Source: an optimization exercise on an open RTL-to-GDS flow (aim: small area, a short achievable clock period and few clock cycles per item). Production flows keep margins and buffers that such runs may drop.
In this exercise RTL edits were held to simulation tests only and were not proved equivalent to the original.
Power is estimated from default activity; no workload was simulated.

$ cat design/flow/config.mk
export PLATFORM = sky130hd
export DESIGN_NAME = softmax_normalizer
export DESIGN_NICKNAME = softmax_normalizer
export VERILOG_FILES = /design/flow/design.v
export SDC_FILE = /design/flow/constraint.sdc
export NUM_CORES = 4
export LEC_CHECK = 0
export ABC_CLOCK_PERIOD_IN_PS = 3000
export CAP_MARGIN = 20
export CELL_PAD_IN_SITES_DETAIL_PLACEMENT = 1
export CORE_MARGIN = 2
export CORE_UTILIZATION = 40
export CTS_BUF_LIST = sky130_fd_sc_hd__clkbuf_16
export CTS_CLUSTER_DIAMETER = 80
export CTS_CLUSTER_SIZE = 20
export PLACE_DENSITY = 0.45
export SETUP_SLACK_MARGIN = 5
export SLEW_MARGIN = 20
$ cat design/flow/design.v
package softmax_pkg;
    typedef enum logic [1:0] {
        ST_IDLE     = 2'd0,
        ST_WAIT_SUM = 2'd1,
        ST_DIV      = 2'd2,
        ST_SCALE    = 2'd3
    } state_e;
    localparam int unsigned IN_FRAC    = 12;
    localparam int unsigned SUM_FRAC   = 26;
    localparam int unsigned RECIP_FRAC = 16;
    localparam int unsigned OUT_FRAC   = 15;
    localparam int unsigned PROD_SHIFT = IN_FRAC + RECIP_FRAC - OUT_FRAC;
    localparam int unsigned SAT_EXP    = 10;
    localparam int unsigned SAT_THRESH = 1 << SAT_EXP;
endpackage
module recip_divider
#(
    parameter int unsigned SUM_W   = 32,
    parameter int unsigned RECIP_W = 32
) (
    input  logic               i_clk,
    input  logic               i_rst_n,
    input  logic               i_start,
    input  logic [SUM_W-1:0]   i_sum,
    input  logic               i_take,
    input  logic               i_abort,
    output logic               o_free,
    output logic               o_ready,
    output logic [RECIP_W-1:0] o_recip,
    output logic               o_sat
);
    logic        norm_q;      
    logic        run_q;       
    logic [31:0] div_q;
    logic [31:0] rem_q;
    logic [32:0] quot_q;
    logic        sat_q;
    logic        sat_n;
    logic        big16, big8;
    logic [31:0] rem_init;
    logic [32:0] quot_init;
    logic [32:0] trial;
    logic [32:0] diff;
    logic        ge;
    always_comb begin
        sat_n = (div_q[31:11] == '0) && (!div_q[10] || (div_q[9:0] == '0));
        big16 = |div_q[31:27];
        big8  = |div_q[31:19];
        rem_init     = '0;
        rem_init[26] = big16;
        rem_init[18] = big8 & ~big16;
        rem_init[10] = ~big8;
        quot_init     = '0;
        quot_init[16] = big16;
        quot_init[8]  = big8 & ~big16;
        quot_init[0]  = ~big8;
        trial = {rem_q, 1'b0};
        diff  = trial - {1'b0, div_q};
        ge    = ~diff[32];
    end
    always_ff @(posedge i_clk or negedge i_rst_n) begin
        if (!i_rst_n) begin
            norm_q <= 1'b0;
            run_q  <= 1'b0;
        end else begin
            norm_q <= i_start;
            if (i_abort) begin
                norm_q <= 1'b0;
                run_q  <= 1'b0;
            end else if (norm_q)
                run_q <= 1'b1;
            else if (i_take)
                run_q <= 1'b0;
        end
    end
    always_ff @(posedge i_clk) begin
        if (!norm_q && !run_q)
            div_q <= i_sum;
        rem_q <= norm_q ? rem_init : (ge ? diff[31:0] : trial[31:0]);
        if (norm_q) begin
            quot_q <= sat_n ? {1'b1, 32'hFFFF_FFFF} : quot_init;
            sat_q  <= sat_n;
        end else if (!quot_q[32]) begin
            quot_q <= {quot_q[31:0], ge};
        end
    end
    assign o_free  = !norm_q && !run_q;
    assign o_ready = run_q && quot_q[32];
    assign o_recip = quot_q[31:0];
    assign o_sat   = sat_q;
endmodule
module softmax_normalizer
#(
    parameter int unsigned N             = 32,
    parameter int unsigned IN_BIT_WIDTH  = 16,
    parameter int unsigned SUM_BIT_WIDTH = 32,
    parameter int unsigned RECIP_W       = 32,
    parameter int unsigned OUT_BIT_WIDTH = 16
) (
    input  logic                        i_clk,
    input  logic                        i_rst_n,
    input  logic                        i_vec_valid,
    output logic                        o_vec_ready,
    input  logic [IN_BIT_WIDTH*N-1:0]   i_data,
    input  logic                        i_sum_valid,
    input  logic [SUM_BIT_WIDTH-1:0]    i_sum,
    output logic                        o_valid,
    input  logic                        i_ready,
    output logic [OUT_BIT_WIDTH-1:0]    o_prob,
    output logic [$clog2(N)-1:0]        o_idx,
    output logic                        o_last,
    output logic                        o_busy,
    output logic                        o_recip_sat
);
    localparam int unsigned IDX_W = $clog2(N);
    logic [IN_BIT_WIDTH-1:0] xb_q [N];
    localparam int unsigned NG = 4;         
    localparam int unsigned GS = N / NG;
    logic [NG-1:0]           gfull_q;       
    logic                    full_q;        
    logic                    xb_new_q;      
    logic [GS-1:0]           rdl_q;         
    logic [NG-1:0]           rdg_q;         
    logic                    vbusy_q;       
    logic                    vready_q;      
    logic                    full_d, sk_v_d;
    logic                    accept;
    logic [7:0]              xa1_q;         
    logic [6:0]              xa2_q, xa3_q;
    logic                    xa_v_q;
    logic                    xa_wait_q;     
    logic [16:0]             cs0_q, cs1_q;
    logic                    cs_cin_q;
    logic                    cs_ovf_q;      
    logic                    cs_hi_q;       
    logic                    cs_rs_q;       
    logic                    cs_v_q;
    logic [OUT_BIT_WIDTH-1:0] prob_q, sk_prob_q;
    logic                    out_rs_q, sk_rs_q;
    logic                    out_v_q, sk_v_q;
    logic [IDX_W-1:0]        idx_q;
    logic [1:0]              nvec_q;
    logic                    last_q;        
    logic                    busy_q;        
    logic [28:0]             r_q, r3_q;
    logic                    rh_q, r3h_q;
    logic [RECIP_W+1:0]      div_r3;
    logic                    rs_q;
    logic                    r_next_q;      
    logic                    stall, push, xfer, xfer_last, out_take;
    logic                    cs_free, xa_go, xa_free;
    logic                    rd_go, byp_go, new0, r_load, has_r;
    logic [IN_BIT_WIDTH-1:0] rd_data, xa_raw;
    logic [7:0]              xa1_d;
    logic [6:0]              xa2_d, xa3_d;
    logic [16:0]             row0, row1;
    logic                    pcin;
    logic                    povf;
    logic                    phi;
    logic [OUT_BIT_WIDTH-1:0] prob_n;
    logic                    offer_q;       
    logic                    pend_q;        
    logic                    sum_offer, sum_later, abort;
    logic                    div_start, div_free, div_ready;
    logic [RECIP_W-1:0]      div_recip;
    logic                    div_sat;
    assign accept      = i_vec_valid & ~vbusy_q;
    assign o_vec_ready = vready_q;
    assign sum_offer = i_vec_valid & i_sum_valid & ~offer_q;
    assign sum_later = pend_q & i_sum_valid;
    assign div_start = div_free & (sum_offer | sum_later);
    assign abort     = accept & offer_q & ~i_sum_valid;
    recip_divider #(
        .SUM_W   (SUM_BIT_WIDTH),
        .RECIP_W (RECIP_W)
    ) u_div (
        .i_clk   (i_clk),
        .i_rst_n (i_rst_n),
        .i_start (div_start),
        .i_sum   (i_sum),
        .i_take  (r_load),
        .i_abort (abort),
        .o_free  (div_free),
        .o_ready (div_ready),
        .o_recip (div_recip),
        .o_sat   (div_sat)
    );
    always_comb begin
        stall     = out_v_q & sk_v_q;
        push      = cs_v_q & ~stall;
        cs_free   = ~cs_v_q | ~stall;
        xa_go     = xa_v_q & ~xa_wait_q & cs_free;
        xa_free   = ~xa_v_q | xa_go;
        rd_go     = full_q & xa_free;
        byp_go    = accept;
        new0      = accept;
        r_load    = div_ready & (~full_q | xb_new_q) & (xa_free | xa_wait_q);
        has_r     = ~abort & (r_next_q | r_load);
        full_d    = accept | (full_q & ~(rd_go & rdg_q[NG-1] & rdl_q[GS-1]));
        sk_v_d    = push ? (out_v_q & (~i_ready | sk_v_q)) : (sk_v_q & ~i_ready);
        div_r3    = {2'b00, div_recip} + {1'b0, div_recip, 1'b0};
        xfer      = out_v_q & i_ready;
        xfer_last = xfer & last_q;
        out_take  = ~out_v_q | i_ready;
        rd_data = '0;
        for (int g = 0; g < int'(NG); g++) begin
            logic [IN_BIT_WIDTH-1:0] gd;
            gd = '0;
            for (int l = 0; l < int'(GS); l++)
                if (g*GS + l > 0)
                    gd = gd | (xb_q[g*GS + l] & {IN_BIT_WIDTH{rdl_q[l]}});
            rd_data = rd_data | (gd & {IN_BIT_WIDTH{rdg_q[g]}});
        end
        xa_raw  = full_q ? rd_data : i_data[IN_BIT_WIDTH-1:0];
        for (int i = 0; i < 7; i++) begin
            xa1_d[i] = ~xa_raw[15] &  xa_raw[2*i] & ~xa_raw[2*i+1];
            xa2_d[i] = ~xa_raw[15] & ~xa_raw[2*i] &  xa_raw[2*i+1];
            xa3_d[i] = ~xa_raw[15] &  xa_raw[2*i] &  xa_raw[2*i+1];
        end
        xa1_d[7] = ~xa_raw[15] & xa_raw[14];
    end
    softmax_mul_s1 u_s1 (
        .i_s1   (xa1_q),
        .i_s2   (xa2_q),
        .i_s3   (xa3_q),
        .i_r    ({2'b00, rh_q, r_q}),
        .i_r3   ({4'b0000, r3h_q, r3_q}),
        .o_row0 (row0),
        .o_row1 (row1),
        .o_cin  (pcin),
        .o_ovf  (povf),
        .o_sat  (phi)
    );
    softmax_mul_s2 u_s2 (
        .i_row0 (cs0_q),
        .i_row1 (cs1_q),
        .i_cin  (cs_cin_q),
        .i_ovf  (cs_ovf_q),
        .i_sat  (cs_hi_q),
        .o_prob (prob_n)
    );
    always_ff @(posedge i_clk) begin
        for (int i = 1; i < int'(N); i++)
            if (~gfull_q[i / GS])
                xb_q[i] <= i_data[i*IN_BIT_WIDTH +: IN_BIT_WIDTH];
        if (xa_free) begin
            xa1_q <= xa1_d;
            xa2_q <= xa2_d;
            xa3_q <= xa3_d;
        end
        if (r_load) begin
            r_q   <= div_recip[28:0];
            rh_q  <= |div_recip[31:29];
            r3_q  <= div_r3[28:0];
            r3h_q <= |div_r3[33:29];
            rs_q <= div_sat;
        end
        if (cs_free) begin
            cs0_q    <= row0;
            cs1_q    <= row1;
            cs_cin_q <= pcin;
            cs_ovf_q <= povf;
            cs_hi_q  <= phi;
            cs_rs_q  <= rs_q;
        end
        if (push) begin
            sk_prob_q <= prob_n;
            sk_rs_q   <= cs_rs_q;
        end
        if (out_take) begin
            prob_q   <= sk_v_q ? sk_prob_q : prob_n;
            out_rs_q <= sk_v_q ? sk_rs_q : cs_rs_q;
        end
        if (~full_q) begin
            rdl_q <= GS'(2);
            rdg_q <= NG'(1);
        end else if (rd_go) begin
            rdl_q <= {rdl_q[GS-2:0], rdl_q[GS-1]};
            if (rdl_q[GS-1])
                rdg_q <= {rdg_q[NG-2:0], rdg_q[NG-1]};
        end
    end
    always_ff @(posedge i_clk or negedge i_rst_n) begin
        if (!i_rst_n) begin
            full_q    <= 1'b0;
            gfull_q   <= '0;
            vbusy_q   <= 1'b1;
            vready_q  <= 1'b0;
            xb_new_q  <= 1'b0;
            xa_v_q    <= 1'b0;
            xa_wait_q <= 1'b0;
            r_next_q  <= 1'b0;
            cs_v_q    <= 1'b0;
            out_v_q   <= 1'b0;
            sk_v_q    <= 1'b0;
            idx_q     <= '0;
            last_q    <= 1'b0;
            nvec_q    <= '0;
            busy_q    <= 1'b0;
            offer_q   <= 1'b0;
            pend_q    <= 1'b0;
        end else begin
            full_q   <= full_d;
            vbusy_q  <= full_d | sk_v_d;
            vready_q <= ~full_d & ~sk_v_d;
            if (accept) begin
                gfull_q  <= '1;
            end else if (rd_go) begin
                for (int g = 0; g < int'(NG); g++)
                    if (rdg_q[g] && rdl_q[GS-1])
                        gfull_q[g] <= 1'b0;
            end
            if (accept)
                xb_new_q <= ~has_r;
            else if (r_load)
                xb_new_q <= 1'b0;
            if (xa_free)
                xa_v_q <= rd_go | byp_go;
            if (new0) begin
                xa_wait_q <= ~has_r;
                r_next_q  <= 1'b0;
            end else if (r_load) begin
                if (xa_wait_q)
                    xa_wait_q <= 1'b0;
                else
                    r_next_q  <= 1'b1;
            end
            if (cs_free)
                cs_v_q <= xa_go;
            if (out_take)
                out_v_q <= sk_v_q | push;
            sk_v_q <= sk_v_d;
            if (xfer) begin
                idx_q  <= idx_q + 1'b1;
                last_q <= (idx_q == IDX_W'(N - 2));
            end
            nvec_q <= nvec_q + {1'b0, accept} - {1'b0, xfer_last};
            busy_q <= (nvec_q + {1'b0, accept} - {1'b0, xfer_last}) != 2'd0;
            if (accept)
                offer_q <= 1'b0;
            else if (div_start && sum_offer)
                offer_q <= 1'b1;
            if (accept)
                pend_q <= ~i_sum_valid;
            else if (sum_later)
                pend_q <= 1'b0;
        end
    end
    assign o_valid     = out_v_q;
    assign o_prob      = prob_q;
    assign o_idx       = idx_q;
    assign o_last      = last_q;
    assign o_busy      = busy_q;
    assign o_recip_sat = out_rs_q;
endmodule
module softmax_mul_s1 (
    input  logic [7:0]  i_s1,     
    input  logic [6:0]  i_s2,     
    input  logic [6:0]  i_s3,     
    input  logic [31:0] i_r,
    input  logic [33:0] i_r3,     
    output logic [16:0] o_row0,    
    output logic [16:0] o_row1,    
    output logic        o_cin,    
    output logic [0:0]  o_ovf,   
    output logic        o_sat    
);
    logic [33:0] r1, r2;
    logic [33:0] h1, h2, h3;    
    logic [33:0] v [8];
    logic [28:0] pp0;
    logic [26:0] pp1;
    logic [24:0] pp2;
    logic [22:0] pp3;
    logic [20:0] pp4;
    logic [18:0] pp5;
    logic [16:0] pp6;
    logic [14:0] pp7;
    logic        hi;
    always_comb begin
        r1 = {2'b00, i_r};
        r2 = {1'b0, i_r, 1'b0};
        for (int i = 0; i < 8; i++)
            v[i] = (r1 & {34{i_s1[i]}})
                 | (i < 7 ? (r2 & {34{i_s2[i < 7 ? i : 0]}}) | (i_r3 & {34{i_s3[i < 7 ? i : 0]}}) : 34'd0);
        h1 = '0; h2 = '0; h3 = '0;
        h1[29] = |r1[33:29]; h2[29] = |r2[33:29]; h3[29] = |i_r3[33:29];
        h1[27] = |r1[33:27]; h2[27] = |r2[33:27]; h3[27] = |i_r3[33:27];
        h1[25] = |r1[33:25]; h2[25] = |r2[33:25]; h3[25] = |i_r3[33:25];
        h1[23] = |r1[33:23]; h2[23] = |r2[33:23]; h3[23] = |i_r3[33:23];
        h1[21] = |r1[33:21]; h2[21] = |r2[33:21]; h3[21] = |i_r3[33:21];
        h1[19] = |r1[33:19]; h2[19] = |r2[33:19]; h3[19] = |i_r3[33:19];
        h1[17] = |r1[33:17]; h2[17] = |r2[33:17]; h3[17] = |i_r3[33:17];
        h1[15] = |r1[33:15]; h2[15] = |r2[33:15]; h3[15] = |i_r3[33:15];
    end
    assign hi = |{(i_s1[0] & h1[29]), (i_s2[0] & h2[29]), (i_s3[0] & h3[29]), (i_s1[1] & h1[27]), (i_s2[1] & h2[27]), (i_s3[1] & h3[27]), (i_s1[2] & h1[25]), (i_s2[2] & h2[25]), (i_s3[2] & h3[25]), (i_s1[3] & h1[23]), (i_s2[3] & h2[23]), (i_s3[3] & h3[23]), (i_s1[4] & h1[21]), (i_s2[4] & h2[21]), (i_s3[4] & h3[21]), (i_s1[5] & h1[19]), (i_s2[5] & h2[19]), (i_s3[5] & h3[19]), (i_s1[6] & h1[17]), (i_s2[6] & h2[17]), (i_s3[6] & h3[17]), (i_s1[7] & h1[15])};
    assign pp0 = v[0][28:0];
    assign pp1 = v[1][26:0];
    assign pp2 = v[2][24:0];
    assign pp3 = v[3][22:0];
    assign pp4 = v[4][20:0];
    assign pp5 = v[5][18:0];
    assign pp6 = v[6][16:0];
    assign pp7 = v[7][14:0];
    wire hs1 = pp0[4] ^ pp1[2];
    wire hc2 = pp0[4] & pp1[2];
    wire fs3 = ((pp0[5] ^ pp1[3]) ? ~pp2[1] : pp2[1]);
    wire fc4 = ((pp0[5] ^ pp1[3]) ? pp2[1] : pp0[5]);
    wire fs5 = ((pp0[6] ^ pp1[4]) ? ~pp2[2] : pp2[2]);
    wire fc6 = ((pp0[6] ^ pp1[4]) ? pp2[2] : pp0[6]);
    wire fs7 = ((pp0[7] ^ pp1[5]) ? ~pp2[3] : pp2[3]);
    wire fc8 = ((pp0[7] ^ pp1[5]) ? pp2[3] : pp0[7]);
    wire fs9 = ((pp0[8] ^ pp1[6]) ? ~pp2[4] : pp2[4]);
    wire fc10 = ((pp0[8] ^ pp1[6]) ? pp2[4] : pp0[8]);
    wire hs11 = pp3[2] ^ pp4[0];
    wire hc12 = pp3[2] & pp4[0];
    wire fs13 = ((pp0[9] ^ pp1[7]) ? ~pp2[5] : pp2[5]);
    wire fc14 = ((pp0[9] ^ pp1[7]) ? pp2[5] : pp0[9]);
    wire hs15 = pp3[3] ^ pp4[1];
    wire hc16 = pp3[3] & pp4[1];
    wire fs17 = ((pp0[10] ^ pp1[8]) ? ~pp2[6] : pp2[6]);
    wire fc18 = ((pp0[10] ^ pp1[8]) ? pp2[6] : pp0[10]);
    wire fs19 = ((pp3[4] ^ pp4[2]) ? ~pp5[0] : pp5[0]);
    wire fc20 = ((pp3[4] ^ pp4[2]) ? pp5[0] : pp3[4]);
    wire fs21 = ((pp0[11] ^ pp1[9]) ? ~pp2[7] : pp2[7]);
    wire fc22 = ((pp0[11] ^ pp1[9]) ? pp2[7] : pp0[11]);
    wire fs23 = ((pp3[5] ^ pp4[3]) ? ~pp5[1] : pp5[1]);
    wire fc24 = ((pp3[5] ^ pp4[3]) ? pp5[1] : pp3[5]);
    wire fs25 = ((pp0[12] ^ pp1[10]) ? ~pp2[8] : pp2[8]);
    wire fc26 = ((pp0[12] ^ pp1[10]) ? pp2[8] : pp0[12]);
    wire hs27 = pp3[6] ^ pp4[4];
    wire hc28 = pp3[6] & pp4[4];
    wire fs29 = ((pp0[13] ^ pp1[11]) ? ~pp2[9] : pp2[9]);
    wire fc30 = ((pp0[13] ^ pp1[11]) ? pp2[9] : pp0[13]);
    wire hs31 = pp3[7] ^ pp4[5];
    wire hc32 = pp3[7] & pp4[5];
    wire fs33 = ((pp0[14] ^ pp1[12]) ? ~pp2[10] : pp2[10]);
    wire fc34 = ((pp0[14] ^ pp1[12]) ? pp2[10] : pp0[14]);
    wire fs35 = ((pp3[8] ^ pp4[6]) ? ~pp5[4] : pp5[4]);
    wire fc36 = ((pp3[8] ^ pp4[6]) ? pp5[4] : pp3[8]);
    wire fs37 = ((pp0[15] ^ pp1[13]) ? ~pp2[11] : pp2[11]);
    wire fc38 = ((pp0[15] ^ pp1[13]) ? pp2[11] : pp0[15]);
    wire fs39 = ((pp3[9] ^ pp4[7]) ? ~pp5[5] : pp5[5]);
    wire fc40 = ((pp3[9] ^ pp4[7]) ? pp5[5] : pp3[9]);
    wire fs41 = ((pp0[16] ^ pp1[14]) ? ~pp2[12] : pp2[12]);
    wire fc42 = ((pp0[16] ^ pp1[14]) ? pp2[12] : pp0[16]);
    wire fs43 = ((pp3[10] ^ pp4[8]) ? ~pp5[6] : pp5[6]);
    wire fc44 = ((pp3[10] ^ pp4[8]) ? pp5[6] : pp3[10]);
    wire fs45 = ((pp0[17] ^ pp1[15]) ? ~pp2[13] : pp2[13]);
    wire fc46 = ((pp0[17] ^ pp1[15]) ? pp2[13] : pp0[17]);
    wire fs47 = ((pp3[11] ^ pp4[9]) ? ~pp5[7] : pp5[7]);
    wire fc48 = ((pp3[11] ^ pp4[9]) ? pp5[7] : pp3[11]);
    wire fs49 = ((pp0[18] ^ pp1[16]) ? ~pp2[14] : pp2[14]);
    wire fc50 = ((pp0[18] ^ pp1[16]) ? pp2[14] : pp0[18]);
    wire fs51 = ((pp3[12] ^ pp4[10]) ? ~pp5[8] : pp5[8]);
    wire fc52 = ((pp3[12] ^ pp4[10]) ? pp5[8] : pp3[12]);
    wire fs53 = ((pp0[19] ^ pp1[17]) ? ~pp2[15] : pp2[15]);
    wire fc54 = ((pp0[19] ^ pp1[17]) ? pp2[15] : pp0[19]);
    wire fs55 = ((pp3[13] ^ pp4[11]) ? ~pp5[9] : pp5[9]);
    wire fc56 = ((pp3[13] ^ pp4[11]) ? pp5[9] : pp3[13]);
    wire fs57 = ((pp0[20] ^ pp1[18]) ? ~pp2[16] : pp2[16]);
    wire fc58 = ((pp0[20] ^ pp1[18]) ? pp2[16] : pp0[20]);
    wire fs59 = ((pp3[14] ^ pp4[12]) ? ~pp5[10] : pp5[10]);
    wire fc60 = ((pp3[14] ^ pp4[12]) ? pp5[10] : pp3[14]);
    wire fs61 = ((pp0[21] ^ pp1[19]) ? ~pp2[17] : pp2[17]);
    wire fc62 = ((pp0[21] ^ pp1[19]) ? pp2[17] : pp0[21]);
    wire fs63 = ((pp3[15] ^ pp4[13]) ? ~pp5[11] : pp5[11]);
    wire fc64 = ((pp3[15] ^ pp4[13]) ? pp5[11] : pp3[15]);
    wire fs65 = ((pp0[22] ^ pp1[20]) ? ~pp2[18] : pp2[18]);
    wire fc66 = ((pp0[22] ^ pp1[20]) ? pp2[18] : pp0[22]);
    wire fs67 = ((pp3[16] ^ pp4[14]) ? ~pp5[12] : pp5[12]);
    wire fc68 = ((pp3[16] ^ pp4[14]) ? pp5[12] : pp3[16]);
    wire fs69 = ((pp0[23] ^ pp1[21]) ? ~pp2[19] : pp2[19]);
    wire fc70 = ((pp0[23] ^ pp1[21]) ? pp2[19] : pp0[23]);
    wire fs71 = ((pp3[17] ^ pp4[15]) ? ~pp5[13] : pp5[13]);
    wire fc72 = ((pp3[17] ^ pp4[15]) ? pp5[13] : pp3[17]);
    wire fs73 = ((pp0[24] ^ pp1[22]) ? ~pp2[20] : pp2[20]);
    wire fc74 = ((pp0[24] ^ pp1[22]) ? pp2[20] : pp0[24]);
    wire fs75 = ((pp3[18] ^ pp4[16]) ? ~pp5[14] : pp5[14]);
    wire fc76 = ((pp3[18] ^ pp4[16]) ? pp5[14] : pp3[18]);
    wire fs77 = ((pp0[25] ^ pp1[23]) ? ~pp2[21] : pp2[21]);
    wire fc78 = ((pp0[25] ^ pp1[23]) ? pp2[21] : pp0[25]);
    wire fs79 = ((pp3[19] ^ pp4[17]) ? ~pp5[15] : pp5[15]);
    wire fc80 = ((pp3[19] ^ pp4[17]) ? pp5[15] : pp3[19]);
    wire fs81 = ((pp0[26] ^ pp1[24]) ? ~pp2[22] : pp2[22]);
    wire fc82 = ((pp0[26] ^ pp1[24]) ? pp2[22] : pp0[26]);
    wire fs83 = ((pp3[20] ^ pp4[18]) ? ~pp5[16] : pp5[16]);
    wire fc84 = ((pp3[20] ^ pp4[18]) ? pp5[16] : pp3[20]);
    wire fs85 = ((pp0[27] ^ pp1[25]) ? ~pp2[23] : pp2[23]);
    wire fc86 = ((pp0[27] ^ pp1[25]) ? pp2[23] : pp0[27]);
    wire fs87 = ((pp3[21] ^ pp4[19]) ? ~pp5[17] : pp5[17]);
    wire fc88 = ((pp3[21] ^ pp4[19]) ? pp5[17] : pp3[21]);
    wire fs89 = ((pp0[28] ^ pp1[26]) ? ~pp2[24] : pp2[24]);
    wire fc90 = ((pp0[28] ^ pp1[26]) ? pp2[24] : pp0[28]);
    wire fs91 = ((pp3[22] ^ pp4[20]) ? ~pp5[18] : pp5[18]);
    wire fc92 = ((pp3[22] ^ pp4[20]) ? pp5[18] : pp3[22]);
    wire hs93 = fc4 ^ fs5;
    wire hc94 = fc4 & fs5;
    wire fs95 = ((fc6 ^ fs7) ? ~pp3[1] : pp3[1]);
    wire fc96 = ((fc6 ^ fs7) ? pp3[1] : fc6);
    wire fs97 = ((fc8 ^ fs9) ? ~hs11 : hs11);
    wire fc98 = ((fc8 ^ fs9) ? hs11 : fc8);
    wire fs99 = ((fc10 ^ hc12) ? ~fs13 : fs13);
    wire fc100 = ((fc10 ^ hc12) ? fs13 : fc10);
    wire fs101 = ((fc14 ^ hc16) ? ~fs17 : fs17);
    wire fc102 = ((fc14 ^ hc16) ? fs17 : fc14);
    wire fs103 = ((fc18 ^ fc20) ? ~fs21 : fs21);
    wire fc104 = ((fc18 ^ fc20) ? fs21 : fc18);
    wire fs105 = ((fc22 ^ fc24) ? ~fs25 : fs25);
    wire fc106 = ((fc22 ^ fc24) ? fs25 : fc22);
    wire hs107 = hs27 ^ pp5[2];
    wire hc108 = hs27 & pp5[2];
    wire fs109 = ((fc26 ^ hc28) ? ~fs29 : fs29);
    wire fc110 = ((fc26 ^ hc28) ? fs29 : fc26);
    wire fs111 = ((hs31 ^ pp5[3]) ? ~pp6[1] : pp6[1]);
    wire fc112 = ((hs31 ^ pp5[3]) ? pp6[1] : hs31);
    wire fs113 = ((fc30 ^ hc32) ? ~fs33 : fs33);
    wire fc114 = ((fc30 ^ hc32) ? fs33 : fc30);
    wire fs115 = ((fs35 ^ pp6[2]) ? ~pp7[0] : pp7[0]);
    wire fc116 = ((fs35 ^ pp6[2]) ? pp7[0] : fs35);
    wire fs117 = ((fc34 ^ fc36) ? ~fs37 : fs37);
    wire fc118 = ((fc34 ^ fc36) ? fs37 : fc34);
    wire fs119 = ((fs39 ^ pp6[3]) ? ~pp7[1] : pp7[1]);
    wire fc120 = ((fs39 ^ pp6[3]) ? pp7[1] : fs39);
    wire fs121 = ((fc38 ^ fc40) ? ~fs41 : fs41);
    wire fc122 = ((fc38 ^ fc40) ? fs41 : fc38);
    wire fs123 = ((fs43 ^ pp6[4]) ? ~pp7[2] : pp7[2]);
    wire fc124 = ((fs43 ^ pp6[4]) ? pp7[2] : fs43);
    wire fs125 = ((fc42 ^ fc44) ? ~fs45 : fs45);
    wire fc126 = ((fc42 ^ fc44) ? fs45 : fc42);
    wire fs127 = ((fs47 ^ pp6[5]) ? ~pp7[3] : pp7[3]);
    wire fc128 = ((fs47 ^ pp6[5]) ? pp7[3] : fs47);
    wire fs129 = ((fc46 ^ fc48) ? ~fs49 : fs49);
    wire fc130 = ((fc46 ^ fc48) ? fs49 : fc46);
    wire fs131 = ((fs51 ^ pp6[6]) ? ~pp7[4] : pp7[4]);
    wire fc132 = ((fs51 ^ pp6[6]) ? pp7[4] : fs51);
    wire fs133 = ((fc50 ^ fc52) ? ~fs53 : fs53);
    wire fc134 = ((fc50 ^ fc52) ? fs53 : fc50);
    wire fs135 = ((fs55 ^ pp6[7]) ? ~pp7[5] : pp7[5]);
    wire fc136 = ((fs55 ^ pp6[7]) ? pp7[5] : fs55);
    wire fs137 = ((fc54 ^ fc56) ? ~fs57 : fs57);
    wire fc138 = ((fc54 ^ fc56) ? fs57 : fc54);
    wire fs139 = ((fs59 ^ pp6[8]) ? ~pp7[6] : pp7[6]);
    wire fc140 = ((fs59 ^ pp6[8]) ? pp7[6] : fs59);
    wire fs141 = ((fc58 ^ fc60) ? ~fs61 : fs61);
    wire fc142 = ((fc58 ^ fc60) ? fs61 : fc58);
    wire fs143 = ((fs63 ^ pp6[9]) ? ~pp7[7] : pp7[7]);
    wire fc144 = ((fs63 ^ pp6[9]) ? pp7[7] : fs63);
    wire fs145 = ((fc62 ^ fc64) ? ~fs65 : fs65);
    wire fc146 = ((fc62 ^ fc64) ? fs65 : fc62);
    wire fs147 = ((fs67 ^ pp6[10]) ? ~pp7[8] : pp7[8]);
    wire fc148 = ((fs67 ^ pp6[10]) ? pp7[8] : fs67);
    wire fs149 = ((fc66 ^ fc68) ? ~fs69 : fs69);
    wire fc150 = ((fc66 ^ fc68) ? fs69 : fc66);
    wire fs151 = ((fs71 ^ pp6[11]) ? ~pp7[9] : pp7[9]);
    wire fc152 = ((fs71 ^ pp6[11]) ? pp7[9] : fs71);
    wire fs153 = ((fc70 ^ fc72) ? ~fs73 : fs73);
    wire fc154 = ((fc70 ^ fc72) ? fs73 : fc70);
    wire fs155 = ((fs75 ^ pp6[12]) ? ~pp7[10] : pp7[10]);
    wire fc156 = ((fs75 ^ pp6[12]) ? pp7[10] : fs75);
    wire fs157 = ((fc74 ^ fc76) ? ~fs77 : fs77);
    wire fc158 = ((fc74 ^ fc76) ? fs77 : fc74);
    wire fs159 = ((fs79 ^ pp6[13]) ? ~pp7[11] : pp7[11]);
    wire fc160 = ((fs79 ^ pp6[13]) ? pp7[11] : fs79);
    wire fs161 = ((fc78 ^ fc80) ? ~fs81 : fs81);
    wire fc162 = ((fc78 ^ fc80) ? fs81 : fc78);
    wire fs163 = ((fs83 ^ pp6[14]) ? ~pp7[12] : pp7[12]);
    wire fc164 = ((fs83 ^ pp6[14]) ? pp7[12] : fs83);
    wire fs165 = ((fc82 ^ fc84) ? ~fs85 : fs85);
    wire fc166 = ((fc82 ^ fc84) ? fs85 : fc82);
    wire fs167 = ((fs87 ^ pp6[15]) ? ~pp7[13] : pp7[13]);
    wire fc168 = ((fs87 ^ pp6[15]) ? pp7[13] : fs87);
    wire fs169 = ((fc86 ^ fc88) ? ~fs89 : fs89);
    wire fc170 = ((fc86 ^ fc88) ? fs89 : fc86);
    wire fs171 = ((fs91 ^ pp6[16]) ? ~pp7[14] : pp7[14]);
    wire fc172 = ((fs91 ^ pp6[16]) ? pp7[14] : fs91);
    wire hs173 = fc98 ^ fs99;
    wire hc174 = fc98 & fs99;
    wire fs175 = ((fc100 ^ fs101) ? ~fs19 : fs19);
    wire fc176 = ((fc100 ^ fs101) ? fs19 : fc100);
    wire fs177 = ((fc102 ^ fs103) ? ~fs23 : fs23);
    wire fc178 = ((fc102 ^ fs103) ? fs23 : fc102);
    wire fs179 = ((fc104 ^ fs105) ? ~hs107 : hs107);
    wire fc180 = ((fc104 ^ fs105) ? hs107 : fc104);
    wire fs181 = ((fc106 ^ hc108) ? ~fs109 : fs109);
    wire fc182 = ((fc106 ^ hc108) ? fs109 : fc106);
    wire fs183 = ((fc110 ^ fc112) ? ~fs113 : fs113);
    wire fc184 = ((fc110 ^ fc112) ? fs113 : fc110);
    wire fs185 = ((fc114 ^ fc116) ? ~fs117 : fs117);
    wire fc186 = ((fc114 ^ fc116) ? fs117 : fc114);
    wire fs187 = ((fc118 ^ fc120) ? ~fs121 : fs121);
    wire fc188 = ((fc118 ^ fc120) ? fs121 : fc118);
    wire fs189 = ((fc122 ^ fc124) ? ~fs125 : fs125);
    wire fc190 = ((fc122 ^ fc124) ? fs125 : fc122);
    wire fs191 = ((fc126 ^ fc128) ? ~fs129 : fs129);
    wire fc192 = ((fc126 ^ fc128) ? fs129 : fc126);
    wire fs193 = ((fc130 ^ fc132) ? ~fs133 : fs133);
    wire fc194 = ((fc130 ^ fc132) ? fs133 : fc130);
    wire fs195 = ((fc134 ^ fc136) ? ~fs137 : fs137);
    wire fc196 = ((fc134 ^ fc136) ? fs137 : fc134);
    wire fs197 = ((fc138 ^ fc140) ? ~fs141 : fs141);
    wire fc198 = ((fc138 ^ fc140) ? fs141 : fc138);
    wire fs199 = ((fc142 ^ fc144) ? ~fs145 : fs145);
    wire fc200 = ((fc142 ^ fc144) ? fs145 : fc142);
    wire fs201 = ((fc146 ^ fc148) ? ~fs149 : fs149);
    wire fc202 = ((fc146 ^ fc148) ? fs149 : fc146);
    wire fs203 = ((fc150 ^ fc152) ? ~fs153 : fs153);
    wire fc204 = ((fc150 ^ fc152) ? fs153 : fc150);
    wire fs205 = ((fc154 ^ fc156) ? ~fs157 : fs157);
    wire fc206 = ((fc154 ^ fc156) ? fs157 : fc154);
    wire fs207 = ((fc158 ^ fc160) ? ~fs161 : fs161);
    wire fc208 = ((fc158 ^ fc160) ? fs161 : fc158);
    wire fs209 = ((fc162 ^ fc164) ? ~fs165 : fs165);
    wire fc210 = ((fc162 ^ fc164) ? fs165 : fc162);
    wire fs211 = ((fc166 ^ fc168) ? ~fs169 : fs169);
    wire fc212 = ((fc166 ^ fc168) ? fs169 : fc166);
    wire hs213 = fc178 ^ fs179;
    wire hc214 = fc178 & fs179;
    wire fs215 = ((fc180 ^ fs181) ? ~fs111 : fs111);
    wire fc216 = ((fc180 ^ fs181) ? fs111 : fc180);
    wire fs217 = ((fc182 ^ fs183) ? ~fs115 : fs115);
    wire fc218 = ((fc182 ^ fs183) ? fs115 : fc182);
    wire fs219 = ((fc184 ^ fs185) ? ~fs119 : fs119);
    wire fc220 = ((fc184 ^ fs185) ? fs119 : fc184);
    wire fs221 = ((fc186 ^ fs187) ? ~fs123 : fs123);
    wire fc222 = ((fc186 ^ fs187) ? fs123 : fc186);
    wire fs223 = ((fc188 ^ fs189) ? ~fs127 : fs127);
    wire fc224 = ((fc188 ^ fs189) ? fs127 : fc188);
    wire fs225 = ((fc190 ^ fs191) ? ~fs131 : fs131);
    wire fc226 = ((fc190 ^ fs191) ? fs131 : fc190);
    wire fs227 = ((fc192 ^ fs193) ? ~fs135 : fs135);
    wire fc228 = ((fc192 ^ fs193) ? fs135 : fc192);
    wire fs229 = ((fc194 ^ fs195) ? ~fs139 : fs139);
    wire fc230 = ((fc194 ^ fs195) ? fs139 : fc194);
    wire fs231 = ((fc196 ^ fs197) ? ~fs143 : fs143);
    wire fc232 = ((fc196 ^ fs197) ? fs143 : fc196);
    wire fs233 = ((fc198 ^ fs199) ? ~fs147 : fs147);
    wire fc234 = ((fc198 ^ fs199) ? fs147 : fc198);
    wire fs235 = ((fc200 ^ fs201) ? ~fs151 : fs151);
    wire fc236 = ((fc200 ^ fs201) ? fs151 : fc200);
    wire fs237 = ((fc202 ^ fs203) ? ~fs155 : fs155);
    wire fc238 = ((fc202 ^ fs203) ? fs155 : fc202);
    wire fs239 = ((fc204 ^ fs205) ? ~fs159 : fs159);
    wire fc240 = ((fc204 ^ fs205) ? fs159 : fc204);
    wire fs241 = ((fc206 ^ fs207) ? ~fs163 : fs163);
    wire fc242 = ((fc206 ^ fs207) ? fs163 : fc206);
    wire fs243 = ((fc208 ^ fs209) ? ~fs167 : fs167);
    wire fc244 = ((fc208 ^ fs209) ? fs167 : fc208);
    wire fs245 = ((fc210 ^ fs211) ? ~fs171 : fs171);
    wire fc246 = ((fc210 ^ fs211) ? fs171 : fc210);
    assign o_row0 = {fc244, fc242, fc240, fc238, fc236, fc234, fc232, fc230, fc228, fc226, fc224, fc222, fc220, fc218, fc216, hc214, hs213};
    assign o_row1 = {fs245, fs243, fs241, fs239, fs237, fs235, fs233, fs231, fs229, fs227, fs225, fs223, fs221, fs219, fs217, fs215, pp6[0]};
    logic [12:0] lows;
    assign lows = {1'b0, fc176, hc174, hs173, fc96, hc94, hs93, hc2, hs1, pp0[3], pp0[2], pp0[1], pp0[0]} + {1'b0, fs177, fs175, hs15, fs97, fs95, pp3[0], fs3, pp2[0], pp1[1], pp1[0], 1'b0, 1'b0};
    assign o_cin = lows[12];
    assign o_ovf = {fc246};
    assign o_sat = |{hi, fc90, fc92, fc170, fc172, fc212};
endmodule
module softmax_mul_s2 (
    input  logic [16:0] i_row0,
    input  logic [16:0] i_row1,
    input  logic        i_cin,
    input  logic [0:0]  i_ovf,
    input  logic        i_sat,
    output logic [15:0] o_prob
);
    logic [16:0] a, b;
    logic [17:0] s;
    logic sat;
    assign a = {i_row0[16], i_row0[15], i_row0[14], i_row0[13], i_row0[12], i_row0[11], i_row0[10], i_row0[9], i_row0[8], i_row0[7], i_row0[6], i_row0[5], i_row0[4], i_row0[3], i_row0[2], i_row0[1], i_row0[0]};
    assign b = {i_row1[16], i_row1[15], i_row1[14], i_row1[13], i_row1[12], i_row1[11], i_row1[10], i_row1[9], i_row1[8], i_row1[7], i_row1[6], i_row1[5], i_row1[4], i_row1[3], i_row1[2], i_row1[1], i_row1[0]};
    assign s = {1'b0, a} + {1'b0, b} + {17'd0, i_cin};
    assign sat = i_sat | (|i_ovf) | s[17];
    assign o_prob = sat ? 16'hFFFF : s[16:1];
endmodule
$ cat design/flow/standard.sh
#!/bin/bash
# synth_recipe.tcl (not shown) runs the flow's synth.tcl, then flattens the netlist and writes it again
# the make line also repeats each setting of config.mk as NAME=value (left out here)
make -C /OpenROAD-flow-scripts/flow DESIGN_CONFIG=/design/flow/config.mk WORK_HOME=/design/flow/orfs CLKGATE_MAP_FILE= SYNTH_SCRIPT=/design/flow/synth_recipe.tcl "${@:-finish}"
$ cat design/flow/flow/run.sh
#!/bin/bash
# The standard layout (the standard.sh, standard synthesis unchanged),
# with every input and output port buffered by the smallest buffer (buf_1)
# instead of the tool's default pick; the resizer still upsizes any port
# buffer that needs more drive.
set -euo pipefail
export BUFFER_PORTS_ARGS="-buffer_cell sky130_fd_sc_hd__buf_1"
bash standard.sh > make.log 2>&1
$ cat design/flow/constraint.sdc
create_clock -name core_clock -period 11.0 [get_ports {i_clk}]
set_input_delay 2.2000 -clock core_clock [delete_from_list [all_inputs] [get_ports {i_clk}]]
set_output_delay 2.2000 -clock core_clock [all_outputs]
set_load 0.01 [all_outputs]
==> reports/qor.yml <==
clocking:
  cts.repair_timing.setup_buffer_count: 0
  clock_sinks: 786
  post_cts_resized: 0
  cts_tree: "built"
  cts_buffers: 53
  clk_path_buf_depth: 3
  cts.root.buffer_cell: "clkbuf_16"
  cts_hold_buf: 0
  clk_pin_slew_ps: 80
  clk_latency_ps: 670
  htree_levels: 2
floorplanning:
  pin_count: 575
  design.die.area_sq_um: 96400
  num_rows: 112
  core_sq_um: 93200
  dieHeight_um: 311
  floorplan.initialDensity: 0.403
  die_w_um: 311
hold_path:
  min_to: "rs_q"
  min_path_cells: 0
  hold_class: "flip-flop to flip-flop"
  min-delay-start: "u_div.sat_q"
finish:
  stdcell_count: 4683
  multi_input_comb_area_sq_um: 13600
  final_util: 0.461
  n_fill_cell: 9801
  syn2layout_area_growth_pct: 14.2
  layout.nets: 4036
  drive_gt1_frac: 0.0447
  seqCellArea_sq_um: 23000
placed_design:
  post-place-cells: 4556
  hpwl_mm: 95.4
  port_buffers: 574
  gp_congestion: 0.862
grt:
  grt_pass1_wl_mm: 191
  overflow: 0
  antenna_found_initial: 48
  grt_pass1_vias: 28600
  grt_usage: 0.264
  grt_max_degree: 73
synth:
  ys_seq_area_frac: 0.613
  postSynth.asyncResetShare: 0.0331
  syn_avg_cell_area_sq_um: 13.1
  mappedNetlistArea_sq_um: 37600
  synthFlopType: "edfxtp_1"
  synth_edf_count: 715
  ys_seq_elements: 786
  synthCells: 2869
  yosys_warnings: 5
  synth_cell_type_count: 72
  syn-num-nets: 3537
setup_path:
  r2r_start: "u_div.div_q[5]"
  endpoint_kind: "flip-flop"
  worstPathMaxFanout: 56
  critPathTopFamily: "compound AO/OA/AOI/OAI gates"
  path_cells: "inv_1 > ha_1 > a2111oi_0 > nor3_1 > o21ai_1 > a21oi_1 > o31ai_1 > a211oi_1 > a211oi_4 > buf_4 > nor3_1 > a21oi_1 > nor2_1"
  rr_endpoint: "u_div.rem_q[2]"
  slowest_delay_ps: 540
  crit_arrival_ps: 4290
  slowest_stage: "buf_4"
  critPathKind: "flip-flop to flip-flop"
  worstSetupStartpointType: "flip-flop"
  ff2ff_path_depth: 13
  required_ps: 11520
  worst-path-buf-inv: 2
  ff2ff_setup_slack_ps: 7230
timing:
  setup_tns_ps: 0
  period_needed_ps: 3770
  min_period_over_period: 0.343
  max_freq_mhz: 265
  rsz0062_at_grt: "false"
  final-setup-viol-count: 0
  drv_slew: 0
  finalHoldViolCount: 0
  relSlewSlack: 0.225
  tightest_slew_ps: 1160
  skew_ps: 41.4
power_and_ir_drop:
  p_per_area_nw_per_um2: 238
  vdd_ir_drop_max_mv: 0.148
  p_leak_nw: 14.4
routing:
  routed_wl_mm: 130
  vias_per_cell: 5.79
  dr_total_vias: 27100
  first_pass_iters: 12
  post_drt_wl_per_cell_um: 27.8
  drc_errors: 0
  ant_nets: 0
  dr.first_iter.drc_count: 2904
job:
  maxCapViolCount: 0
outcome:
  status: "no timing/DRC/antenna violations"
-- registers in the layout, indices dropped and copies added (netlist names), 2 cells and up --
name          flops
u_div.div_q      32
xa2_q             7
idx_q             5
xa3_q             7
u_div.quot_q     33
xa1_q             8
r3_q             28
u_div.rem_q      32
rdl_q             8
sk_prob_q        16
cs1_q            17
xb_q            496
rdg_q             4
gfull_q           4
prob_q           16
cs0_q            17
r_q              29
nvec_q            2
-- power breakdown --
| part | switching (mW) | internal [mW] | leakage (nW) |
|---|---|---|---|
| sequential | 0.261 | 3.67 | 7.14 |
| combinational | 2.27 | 1.91 | 6.32 |
| clock | 1.11 | 0.988 | 0.897 |
-- cell usage in the layout, fill, tap and decap left out, types with 19 or more instances in the layout --
| master | count |
|---|---|
| edfxtp_1 | 715 |
| buf_1 | 573 |
| a22oi_1 | 271 |
| xnor2_1 | 201 |
| a222oi_1 | 155 |
| nand2_1 | 139 |
| nor2_1 | 121 |
| inv_1 | 113 |
| a21oi_1 | 111 |
| ha_1 | 104 |
| maj3_1 | 88 |
| o21ai_0 | 68 |
| a21o_1 | 64 |
| xor2_1 | 61 |
| nand4_1 | 57 |
| clkbuf_16 | 55 |
| nor2b_1 | 38 |
| nand3_1 | 38 |
| dfxtp_1 | 37 |
| nand2b_1 | 28 |
| buf_4 | 28 |
| diode_2 | 26 |
| nor3_1 | 25 |
| dfrtp_1 | 23 |
| a31oi_1 | 22 |
| mux2i_1 | 19 |
-- synthesized netlist by cell type, drive strengths merged (16+ instances only) --
cell type	instances	area (sq um)
a22oi	271	2030
xnor2	201	1760
a31oi	22	138
clkbuf	135	507
nor2b	38	238
dfxtp	45	901
a21oi	111	556
nand2b	28	175
or3	18	118
o21ai	73	365
a21o	64	480
nand4	57	357
edfxtp	715	21500
ha	104	1300
mux2i	19	190
nor2	124	465
a222oi	155	1550
nand3	38	190
nand2	139	522
dfrtp	25	626
and2	16	100
xor2	61	534
buf	34	138
nor3	25	125
inv	103	387
maj3	88	881
-- cell families after synthesis --
logic type	after synthesis	synth area share
adder cells (fa/ha/maj)	207	0.0661
buffers and inverters	272	0.0274
XOR/XNOR	262	0.0611
AO/OA/AOI/OAI	792	0.158
flip-flops	786	0.613
AND/OR/NAND/NOR	530	0.0698
multiplexers	20	0.00536
-- worst max path at each step --
| stage | from | to | slack (ps) | cells past startpoint |
|---|---|---|---|---|
| floorplan | out_v_q | xa_wait_q | 6820 | 8 |
| global placement | u_div.div_q[2] | u_div.rem_q[29] | 7410 | 12 |
| detailed placement | u_div.div_q[7] | u_div.rem_q[2] | 7230 | 13 |
| CTS | u_div.div_q[7] | u_div.rem_q[2] | 7220 | 13 |
| global route | u_div.div_q[5] | u_div.rem_q[2] | 6900 | 13 |
| finish | u_div.div_q[5] | u_div.rem_q[2] | 7230 | 13 |
-- metrics by stage --
step           hold WS, ps  instance area [sq um]  worst slack (ps)  total power, mW
6_report               429                  42900              7230             10.2
5_1_grt                460                  42900              6900             10.9
4_1_cts                431                  42700              7220             10.3
3_5_place_dp           412                  40900              7230             8.16
3_3_place_gp           406                  40900              7410             8.03
2_1_floorplan          400                  37600              6820             7.13
-- final cells by class --
| class | instances | share of cell area |
|---|---|---|
| diodes | 26 | 0.00152 |
| clock buffers | 55 | 0.0321 |
| clock inverters | 35 | 0.00816 |
| inverters | 103 | 0.00924 |
| multi-input cells | 1811 | 0.316 |
| flip-flops and latches | 786 | 0.537 |
| well taps | 1254 | 0.0366 |
| repair buffers | 613 | 0.0593 |
-- layer usage --
metal  vias to the layer above  routed length, um  global-route usage
li1                      12300                  -                   -
met1                     13800              51800               0.323
met4                        40               3200              0.0792
met5                         -                262                   0
met3                       175               8040              0.0498
met2                       847              67000               0.470
Testbench counts, summed over its fixed seeds: cycles 12,456, vectors 384.

==> what the ideal ports hide <==
The results above use ideal ports. As a check the final layout listed here was re-extracted and re-timed, cells and wires unchanged.
Step 1: set_driving_cell puts a clkbuf_16 on i_clk and a buf_2 on each other input, an assumption about the parent block.
Step 2 moves the port delays by t, midway between the first and last clock arrival at a register: inputs arrive t later, outputs are due t later. That takes back most of the time a late clock gives input paths.
Slacks: ideal ports / drivers / drivers and shift; pairs: ideal ports / drivers.
shift t [ns]: 0.734
setup slack, ns: 7.229 / 7.229 / 7.229
worst slew at a driven data input, ns: 0.18
After both steps this run still meets setup and hold. For this run, drivers alone change the setup slack by 0.000 ns; drivers and shift together by 0.000 ns.
